Background: an optimization exercise with open tools, aiming at small area, a short achievable clock period and few clock cycles. Do not read the settings as production practice. In this exercise RTL edits were held to simulation tests only and were not proved equivalent to the original. The flow treats the clock pin as an ideal source, which a real chip does not have.

Setup of beta:
==> flow/design.v (excerpt) <==
module udp_send_top #(
    parameter logic [15:0] SRC_PORT  = 16'h1234,
    parameter logic [7:0]  IP_TTL    = 8'h40,
    parameter int          BUF_WORDS = 128
) (
    input  logic        clk,
    input  logic        reset,
    input  logic [31:0] local_IP_in,
    input  logic [47:0] local_MAC_in,
    input  logic [31:0] remote_ip_addr_in,
    input  logic [47:0] remote_mac_addr_in,
    input  logic        arp_reply_in,
    output logic        arp_reply_ack_out,
    input  logic        udp_from_app_valid,
    input  logic [31:0] udp_from_app_data,
    input  logic [3:0]  udp_from_app_keep,
    input  logic        udp_from_app_last,
    output logic        udp_to_app_ready,
    input  logic [31:0] dest_ip_addr,
    input  logic [15:0] dest_port,
    input  logic [15:0] data_from_app_length,
    input  logic [7:0]  tcp_ctrl_type,
    output logic [7:0]  axis_tdata_out,
    output logic        axis_tvalid_out,
    output logic        axis_tlast_out,
    input  logic        axis_tready_in
);
For scale: ~6,700 cells after synthesis, roughly 4,800 flip-flops, roughly 290 I/O pins, ~0.12 mm² of cells after synthesis.
export LEC_CHECK = 0
export CAP_MARGIN = 20
export CORE_MARGIN = 2
export CORE_UTILIZATION = 40
export SLEW_MARGIN = 20
create_clock -name core_clock -period 11.0 [get_ports {clk}]
standard.sh (not shown) runs the stock make flow with config.mk's settings and CLKGATE_MAP_FILE= SYNTH_SCRIPT=/design/flow/synth_recipe.tcl, a recipe that flattens the netlist after the stock synthesis.
==> flow/flow/run.sh <==
#!/bin/bash
# Own layout flow: the standard ORFS flow (standard.sh) with these changes
# in how the layout is made; the clock period and I/O constraints are the standard flow's
# own (constraint.sdc is not touched):
#  - ORFS's timing repair is asked to leave extra setup slack
#    (SETUP_SLACK_MARGIN), so gates on long paths get sized up and the
#    achieved clock period is shorter;
#  - clock tree synthesis runs without dummy loads (-dont_use_dummy_load);
#  - every input and output port still gets a buffer, but the small buf_1
#    (timing repair sizes up the ones on critical paths).
set -euo pipefail
export SETUP_SLACK_MARGIN=7.6
export CTS_ARGS="-sink_clustering_enable -repair_clock_nets -dont_use_dummy_load -sink_clustering_size 30 -sink_clustering_max_diameter 100"
export BUFFER_PORTS_ARGS="-buffer_cell sky130_fd_sc_hd__buf_1"
bash standard.sh > standard_flow.log 2>&1
beta finished end to end and its layout was clean on timing, DRC and antenna.
Testbench counts of beta, summed over its fixed seeds: cycles 36,367.
--- input diff beta..alpha ---
--- a/flow/design.v
+++ b/flow/design.v
@@ -127,47 +127,45 @@
                        ? data_from_app_length[9:0] : 10'({wc_q + 8'd1, 2'b00});
             n_nm1   <= wc_q;
         end
         if (nst_q == 2'd0)              n_dmac <= arp_mac_q;
         else if (nst_q == 2'd1 && !hit_q) n_dmac <= '1;
     end
     logic        active_q, hv_q, in_hdr_q, is_last_q, fok_q, load_q;
     logic        hv_d, in_hdr_d;
     logic [9:0]  bc_q;              
     logic [47:0] c_dmac, c_lmac;
     logic [31:0] c_lip, c_dip;
     logic [15:0] c_dport;
-    logic [9:0]  c_L, c_tot, c_udp, a_lastm1;
+    logic [9:0]  c_tot, c_udp, c_lastm1, a_lastm1;
     logic [6:0]  c_nm1;
     logic [10:0] brem_q;            
     logic        bpos_q;            
     logic [6:0]  rpos_q, rpos_d;    
     logic [R/QR-1:0] rsel_q;        
     logic [7:0]  id_lo, id_hi;
     logic        idc_q;
     logic [8:0]  cs_lo, cs_hi;      
     logic [3:0]  cs_q;
     logic [31:0] q [EQ];
     logic [1:0]  qr_q, qw_q;
     logic [2:0]  qc_q, qc_d;
     logic        tvalid_q, tlast_q;
     logic [7:0]  tdata_q;
     logic        adv, have, take, pop, done, start, active_d;
     logic [1:0]  bsel;
     logic [7:0]  hb, pb;
     logic [31:0] rdata, qword;
     logic [15:0] cterm;
     always_comb begin
-        c_tot    = c_L + 10'd28;
-        c_udp    = c_L + 10'd8;
         adv      = !tvalid_q || axis_tready_in;
         have     = active_q && (in_hdr_q || qc_q != 3'd0);
         take     = adv && have;
         bsel     = {~bc_q[1], bc_q[0]};
         pop      = take && !in_hdr_q && (bsel == 2'd3 || is_last_q);
         done     = take && is_last_q;
         start    = hv_q && (!active_q || done);
         active_d = start || (active_q && !done);
         hv_d     = load || (hv_q && !start);
         in_hdr_d = start || (in_hdr_q && !(take && bc_q == 10'd41));
         skip_now = fleft_q != 8'd0 && !bpos_q && active_q;
         fetch    = fok_q && rpos_q % 7'(QR) == 7'd0;
@@ -302,30 +300,32 @@
             tdata_q <= in_hdr_q ? hb : pb;
             tlast_q <= is_last_q;
         end
     end
     always_ff @(posedge clk) begin
         if (load) begin
             c_dmac   <= n_dmac;
             c_lmac   <= n_lmac;
             c_lip    <= n_lip;
             c_dip    <= n_dip;
             c_dport  <= n_dport;
             c_nm1    <= n_nm1;
-            c_L      <= n_L;
+            c_tot    <= n_L + 10'd28;
+            c_udp    <= n_L + 10'd8;
+            c_lastm1 <= n_L + 10'd40;
             cs_lo    <= {1'b0, CSUM0[7:0]};
             cs_hi    <= {1'b0, CSUM0[15:8]};
         end else if (cs_q != 4'd0) begin
             cs_lo <= 9'(cs_lo[7:0]) + 9'(cterm[7:0]) + 9'(cs_hi[8]);
             cs_hi <= 9'(cs_hi[7:0]) + 9'(cterm[15:8]) + 9'(cs_lo[8]);
         end
-        if (start) a_lastm1 <= c_L + 10'd40;
+        if (start) a_lastm1 <= c_lastm1;
         if (fetch) q[qw_q] <= rdata;
     end
     logic unused;
     assign unused            = ^{tcp_ctrl_type, udp_from_app_keep, BUF_WORDS};
     assign udp_to_app_ready  = ready_q;
     assign arp_reply_ack_out = ack_q;
     assign axis_tdata_out    = tdata_q;
     assign axis_tvalid_out   = tvalid_q;
     assign axis_tlast_out    = tlast_q;
 endmodule
--- outcome ---
Between beta and alpha, the difference in number of endpoints with negative hold slack in the final report is negligible. In alpha, cell area is lower than in beta. Re setup TNS: no difference whatsoever between beta and alpha. alpha -> beta: met1 global-route usage flat. The required time of the critical path was comparable across beta and alpha. Between beta and alpha, the synthesized area does not differ in any meaningful way. On final period utilization, beta and alpha are basically level.
Testbench counts of alpha, summed over its fixed seeds: cycles 36,367.

-- afterwards: timing with drivers on the ports --
How much do the figures lean on ideal ports? The routed layouts below were timed once more, with nothing changed but the port constraints. Step 1 assumes that a clkbuf_16 drives the clock port and a buf_2 every other input. Step 2 moves the port delays by t, midway between the first and last clock arrival at a register: inputs arrive t later, outputs are due t later. That takes back most of the time a late clock gives input paths. a / b / c = ideal / step 1 / step 2; a / b = the first two.
| run | t (ns) | slack for setup (ns) | clock arrival spread, ns |
|---|---|---|---|
| beta | 0.935 | 7.331 / 7.243 / 6.575 | 0.093 / 0.093 |
| alpha | 0.934 | 7.328 / 7.238 / 6.832 | 0.129 / 0.129 |
After both steps setup and hold are still met in every run listed. For beta, which loses most, drivers alone change the setup slack by -0.088 ns; drivers and shift together by -0.756 ns.
